Context: an optimization exercise on an open-source flow, tuned for small area. The choices shown serve that exercise and are no tape-out recipe. RTL that was checked went through simulation tests only; none was proved equivalent to the original. Power and IR drop assume default switching activity.

// wb_regfile_top
module wb_regfile_top
(
    input  logic        clk,
    input  logic        reset,
    input  logic        in_reg_write,
    input  logic        in_mem_to_reg,
    input  logic [1:0]  in_rw_sel,
    input  logic [4:0]  in_rd,
    input  logic [31:0] in_pc_imm,
    input  logic [31:0] in_pc_four,
    input  logic [31:0] in_imm_out,
    input  logic [31:0] in_alu_result,
    input  logic [31:0] in_mem_read_data,
    input  logic [4:0]  rs1_addr,
    input  logic [4:0]  rs2_addr,
    output logic [31:0] rs1_data,
    output logic [31:0] rs2_data,
    output logic [31:0] wb_data,
    output logic [4:0]  wb_rd,
    output logic        wb_we
);
    localparam int XLEN = 32;
    localparam int NREG = 32;
    Pipe_Buf_Reg_PKG::mem_wb_reg wb_in;
    always_comb begin
        wb_in             = '0;
        wb_in.RegWrite    = in_reg_write;
        wb_in.MemtoReg    = in_mem_to_reg;
        wb_in.Pc_Imm      = in_pc_imm;
        wb_in.Pc_Four     = in_pc_four;
        wb_in.Imm_Out     = in_imm_out;
        wb_in.Alu_Result  = in_alu_result;
  ...
Size in the first run: roughly 2400 cells after synthesis, roughly 280 I/O pins, about 41000 um2 of cells after synthesis.
==> flow/config.mk <==
export PLATFORM = sky130hd
export DESIGN_NAME = wb_regfile_top
export DESIGN_NICKNAME = wb_regfile_top
export VERILOG_FILES = /design/flow/design.v
export SDC_FILE = /design/flow/constraint.sdc
export NUM_CORES = 4
export LEC_CHECK = 0
export CAP_MARGIN = 20
export CORE_MARGIN = 2
export CORE_UTILIZATION = 75
export SLEW_MARGIN = 20
export SYNTH_HIERARCHICAL = 1
==> flow/constraint.sdc <==
create_clock -name core_clock -period 8.0 [get_ports {clk}]
set_input_delay 1.6000 -clock core_clock [delete_from_list [all_inputs] [get_ports {clk}]]
set_output_delay 1.6000 -clock core_clock [all_outputs]
set_load 0.01 [all_outputs]
standard.sh (not shown) runs the stock make flow with config.mk's settings and CLKGATE_MAP_FILE= SYNTH_SCRIPT=/design/flow/synth_recipe.tcl, a recipe that flattens the netlist after the stock synthesis.
==> flow/flow/run.sh <==
#!/bin/bash
# Layout flow: the standard ORFS flow, with three changes that only
# affect how much buffering is added:
#  - each port gets a minimum-size buffer (buf_1) instead of the default
#    pick made by buffer_ports;
#  - clock tree synthesis uses smaller clock buffers, larger sink clusters
#    and no dummy loads.
# Every tool's output goes to standard.log in this folder (and ORFS's own
# per-step logs under orfs/logs).
set -e
export BUFFER_PORTS_ARGS="-buffer_cell sky130_fd_sc_hd__buf_1"
export CTS_ARGS="-sink_clustering_enable -repair_clock_nets -dont_use_dummy_load -buf_list sky130_fd_sc_hd__clkbuf_8 -sink_clustering_size 14 -sink_clustering_max_diameter 60"
bash standard.sh > standard.log 2>&1
Edit:
Settings changed: CAP_MARGIN 20 to 0, CORE_UTILIZATION 75 to 65, SLEW_MARGIN 20 to 0.
The changed run finished with timing, DRC and antenna clean; worst setup slack improves by 0.17 ns; design area rises by about 0.46%; total power is about the same; via count falls by about 3%; routed wire length rises by about 0.6%; non-clock buffer count rises by 5; maximum frequency rises by 2.5%; utilization falls by 11 points; sequential share of layout area falls by 0.31 points; worst hold slack barely changes.

========
== run 1 ==
The RTL this note starts from:
==> flow/design.v <==
package Pipe_Buf_Reg_PKG;
    localparam int XLEN_W = 32;
    typedef enum logic [1:0] {
        WB_ALU_MEM = 2'b00,
        WB_PC4     = 2'b01,
        WB_IMM     = 2'b10,
        WB_PCIMM   = 2'b11
    } wb_sel_e;
    typedef struct packed {
        logic              RegWrite;
        logic              MemtoReg;
        logic [XLEN_W-1:0] Pc_Imm;
        logic [XLEN_W-1:0] Pc_Four;
        logic [XLEN_W-1:0] Imm_Out;
        logic [XLEN_W-1:0] Alu_Result;
        logic [XLEN_W-1:0] MemReadData;
        logic [4:0]        rd;
        logic [XLEN_W-1:0] Curr_Instr;
        wb_sel_e           RWSel;
    } mem_wb_reg;
endpackage
module wb_mux
#(
    parameter int XLEN = 32
) (
    input  Pipe_Buf_Reg_PKG::mem_wb_reg        wb_in,
    output logic [XLEN-1:0]  wb_data
);
    logic [4:0] s;
    always_comb begin
        s = '0;
        unique case (wb_in.RWSel)
            Pipe_Buf_Reg_PKG::WB_ALU_MEM: s = wb_in.MemtoReg ? 5'b00010 : 5'b00001;
            Pipe_Buf_Reg_PKG::WB_PC4:     s = 5'b00100;
            Pipe_Buf_Reg_PKG::WB_IMM:     s = 5'b01000;
            Pipe_Buf_Reg_PKG::WB_PCIMM:   s = 5'b10000;
            default:                      s = 5'b00001;
        endcase
    end
    for (genvar b = 0; b < XLEN; b++) begin : g_bit
        wb_rf_andor #(.N(5)) u_sel (
            .d ({wb_in.Pc_Imm[b], wb_in.Imm_Out[b], wb_in.Pc_Four[b],
                 wb_in.MemReadData[b], wb_in.Alu_Result[b]}),
            .s (s),
            .y (wb_data[b])
        );
    end
endmodule
module wb_rf_aoi222 (
    input  logic a0, b0, a1, b1, a2, b2,
    output logic y
);
    assign y = ~((a0 & b0) | (a1 & b1) | (a2 & b2));
endmodule
module wb_rf_andor
#(
    parameter int N = 32
) (
    input  logic [N-1:0] d,
    input  logic [N-1:0] s,
    output logic         y
);
    localparam int N3 = N / 3;
    localparam int NR = N - 3 * N3;
    logic [N3-1:0] n;
    for (genvar g = 0; g < N3; g++) begin : g_aoi3
        wb_rf_aoi222 u_aoi (
            .a0(d[3*g]),   .b0(s[3*g]),
            .a1(d[3*g+1]), .b1(s[3*g+1]),
            .a2(d[3*g+2]), .b2(s[3*g+2]),
            .y (n[g])
        );
    end
    logic [NR > 0 ? NR-1 : 0:0] r;
    if (NR > 0) begin : g_rest
        assign r = d[N-1:3*N3] & s[N-1:3*N3];
    end else begin : g_none
        assign r = 1'b0;
    end
    assign y = ~&n | (|r);
endmodule
module wb_regfile_top
(
    input  logic        clk,
    input  logic        reset,
    input  logic        in_reg_write,
    input  logic        in_mem_to_reg,
    input  logic [1:0]  in_rw_sel,
    input  logic [4:0]  in_rd,
    input  logic [31:0] in_pc_imm,
    input  logic [31:0] in_pc_four,
    input  logic [31:0] in_imm_out,
    input  logic [31:0] in_alu_result,
    input  logic [31:0] in_mem_read_data,
    input  logic [4:0]  rs1_addr,
    input  logic [4:0]  rs2_addr,
    output logic [31:0] rs1_data,
    output logic [31:0] rs2_data,
    output logic [31:0] wb_data,
    output logic [4:0]  wb_rd,
    output logic        wb_we
);
    localparam int XLEN = 32;
    localparam int NREG = 32;
    Pipe_Buf_Reg_PKG::mem_wb_reg wb_in;
    always_comb begin
        wb_in             = '0;
        wb_in.RegWrite    = in_reg_write;
        wb_in.MemtoReg    = in_mem_to_reg;
        wb_in.Pc_Imm      = in_pc_imm;
        wb_in.Pc_Four     = in_pc_four;
        wb_in.Imm_Out     = in_imm_out;
        wb_in.Alu_Result  = in_alu_result;
        wb_in.MemReadData = in_mem_read_data;
        wb_in.rd          = in_rd;
        wb_in.Curr_Instr  = 32'd0;
        wb_in.RWSel       = Pipe_Buf_Reg_PKG::wb_sel_e'(in_rw_sel);
    end
    wb_mux #(.XLEN(XLEN)) u_wb_mux (
        .wb_in   (wb_in),
        .wb_data (wb_data)
    );
    assign wb_rd = in_rd;
    assign wb_we = in_reg_write && (in_rd != 5'd0);
    logic [XLEN-1:0] regs_q [1:NREG-1];
    logic [NREG-1:1] valid_q;
    logic [NREG-1:1] we_dec;
    always_comb begin
        for (int i = 1; i < NREG; i++) we_dec[i] = wb_we && (in_rd == 5'(i));
    end
    always_ff @(posedge clk) begin
        for (int i = 1; i < NREG; i++)
            if (we_dec[i]) regs_q[i] <= wb_data;
    end
    always_ff @(posedge clk or posedge reset) begin
        if (reset) valid_q <= '0;
        else       valid_q <= valid_q | we_dec;
    end
    logic            hit1, hit2;
    logic [NREG-1:1] sel1, sel2;
    assign hit1 = wb_we && (rs1_addr == in_rd);
    assign hit2 = wb_we && (rs2_addr == in_rd);
    always_comb begin
        for (int i = 1; i < NREG; i++) begin
            sel1[i] = !hit1 && valid_q[i] && (rs1_addr == 5'(i));
            sel2[i] = !hit2 && valid_q[i] && (rs2_addr == 5'(i));
        end
    end
    for (genvar b = 0; b < XLEN; b++) begin : g_rd
        logic [NREG-1:0] col;
        always_comb begin
            col[0] = wb_data[b];
            for (int i = 1; i < NREG; i++) col[i] = regs_q[i][b];
        end
        wb_rf_andor #(.N(NREG)) u_rd1 (.d(col), .s({sel1, hit1}), .y(rs1_data[b]));
        wb_rf_andor #(.N(NREG)) u_rd2 (.d(col), .s({sel2, hit2}), .y(rs2_data[b]));
    end
endmodule
clock: 8.0 ns
lec_check: 0
cap_margin: 20
core_margin: 2
core_utilization: 65
slew_margin: 20
synth_hierarchical: 1
run.sh (not shown) runs the stock make flow with config.mk's settings and CLKGATE_MAP_FILE= SYNTH_SCRIPT=/design/flow/synth_recipe.tcl, a recipe that flattens the netlist after the stock synthesis.
Stock flow here: none of the scripts above is used.
Input changes introduced in run 2 (baseline for comparison: run 1):
# run 1
export LEC_CHECK = 0
export CAP_MARGIN = 20
export CORE_MARGIN = 2
export CORE_UTILIZATION = 65
export SLEW_MARGIN = 20
export SYNTH_HIERARCHICAL = 1
create_clock -name core_clock -period 8.0 [get_ports {clk}]
# run 2
export LEC_CHECK = 0
export CAP_MARGIN = 0
export CORE_MARGIN = 2
export CORE_UTILIZATION = 45
export SLEW_MARGIN = 0
export SYNTH_HIERARCHICAL = 1
create_clock -name core_clock -period 8.0 [get_ports {clk}]
==> flow/flow/run.sh (new file) <==
#!/bin/bash
# Layout flow: the standard ORFS flow, with three changes that only
# affect how much buffering is added:
#  - each port gets a minimum-size buffer (buf_1) instead of the default
#    pick made by buffer_ports;
#  - clock tree synthesis uses smaller clock buffers and no dummy loads.
# Every tool's output goes to standard.log in this folder (and ORFS's own
# per-step logs under orfs/logs).
set -e
export BUFFER_PORTS_ARGS="-buffer_cell sky130_fd_sc_hd__buf_1"
export CTS_ARGS="-sink_clustering_enable -repair_clock_nets -dont_use_dummy_load -buf_list sky130_fd_sc_hd__clkbuf_4"
bash standard.sh > standard.log 2>&1
==> flow/standard.sh (new file) <==
#!/bin/bash
# synth_recipe.tcl (not shown) runs the flow's synth.tcl, then flattens the netlist and writes it again
# the make line also repeats each setting of config.mk as NAME=value (left out here)
make -C /OpenROAD-flow-scripts/flow DESIGN_CONFIG=/design/flow/config.mk WORK_HOME=/design/flow/orfs CLKGATE_MAP_FILE= SYNTH_SCRIPT=/design/flow/synth_recipe.tcl "${@:-finish}"
removed: flow/run.sh
==> notes.md <==
- Both conditions hold for run 2: the flow ran to the end and the final layout passed the timing, design-rule and antenna checks.
- NOTE height of the die run 1->run 2 increased by more than 10%
- Summary — post-route fraction of the period consumed by the critical path, run 2 relative to run 1: lower, by 1.6 points.
- There was hardly any difference in synthesized cell count between run 2 and run 1.
Relative to run 2, the following input files were edited for run 3:
# run 2
export LEC_CHECK = 0
export CAP_MARGIN = 0
export CORE_MARGIN = 2
export CORE_UTILIZATION = 45
export SLEW_MARGIN = 0
export SYNTH_HIERARCHICAL = 1
create_clock -name core_clock -period 8.0 [get_ports {clk}]
# run 3
export LEC_CHECK = 0
export CAP_MARGIN = 20
export CORE_MARGIN = 2
export CORE_UTILIZATION = 65
export SLEW_MARGIN = 20
export SYNTH_HIERARCHICAL = 1
create_clock -name core_clock -period 8.0 [get_ports {clk}]
-- flow/flow/run.sh --
<<< run 2, line 9
set -e
export BUFFER_PORTS_ARGS="-buffer_cell sky130_fd_sc_hd__buf_1"
export CTS_ARGS="-sink_clustering_enable -repair_clock_nets -dont_use_dummy_load -buf_list sky130_fd_sc_hd__clkbuf_4"
bash standard.sh > standard.log 2>&1
>>> run 3, line 9
set -e
export BUFFER_PORTS_ARGS="-buffer_cell sky130_fd_sc_hd__buf_1"
export CTS_ARGS="-sink_clustering_enable -repair_clock_nets -dont_use_dummy_load -buf_list sky130_fd_sc_hd__clkbuf_8"
bash standard.sh > standard.log 2>&1
Findings:
- Summary of run 3 over run 2: power density normalized to cell area rose 2.9 nW/um^2, worst reg2reg path depth neither gained nor lost much, sequential cell fraction of total power has decreased.
- Against run 2, run 3 reports a cell-internal power that is higher.
- Run 3: hold slack lower than run 2
- Measured against each other, run 3 and run 2 differ in fraction of final layout cells with drive strength greater than 1, the lower figure coming from run 3.
Function was not checked in any run of this note: the RTL went through the layout flow alone.

-- static timing again, ports no longer ideal --
How much do the figures lean on ideal ports? The routed layouts below were timed once more, with nothing changed but the port constraints.
Step 1 sets driving cells, clkbuf_16 on the clock port and buf_2 on the other inputs (assumed; they add their load-dependent delay and slew).
Step 2 adds t to the input delays and takes it off the output delays; t is the mean of the earliest and latest rising clock arrival at the registers after step 1. Input paths then give back, and output paths get back, about the clock's delay inside the block.
a / b / c = no drivers / after step 1 / after step 2; a / b = the first two.
run	t (ns)	slack for setup (ns)	clock arrival spread, ns
the first run of note 1	0.768	1.105 / 1.084 / 1.084	0.056 / 0.057
the second run of note 1	0.755	1.271 / 1.246 / 1.246	0.087 / 0.088
run 1	0.744	0.355 / 0.327 / 0.327	0.027 / 0.027
run 2	1.161	0.484 / 0.460 / 0.460	0.097 / 0.097
run 3	0.859	0.782 / 0.758 / 0.758	0.099 / 0.098
After both steps every run listed still meets setup and hold. The setup slack of run 1, which loses most, moves by -0.028 ns with the drivers and by -0.028 ns with both steps.
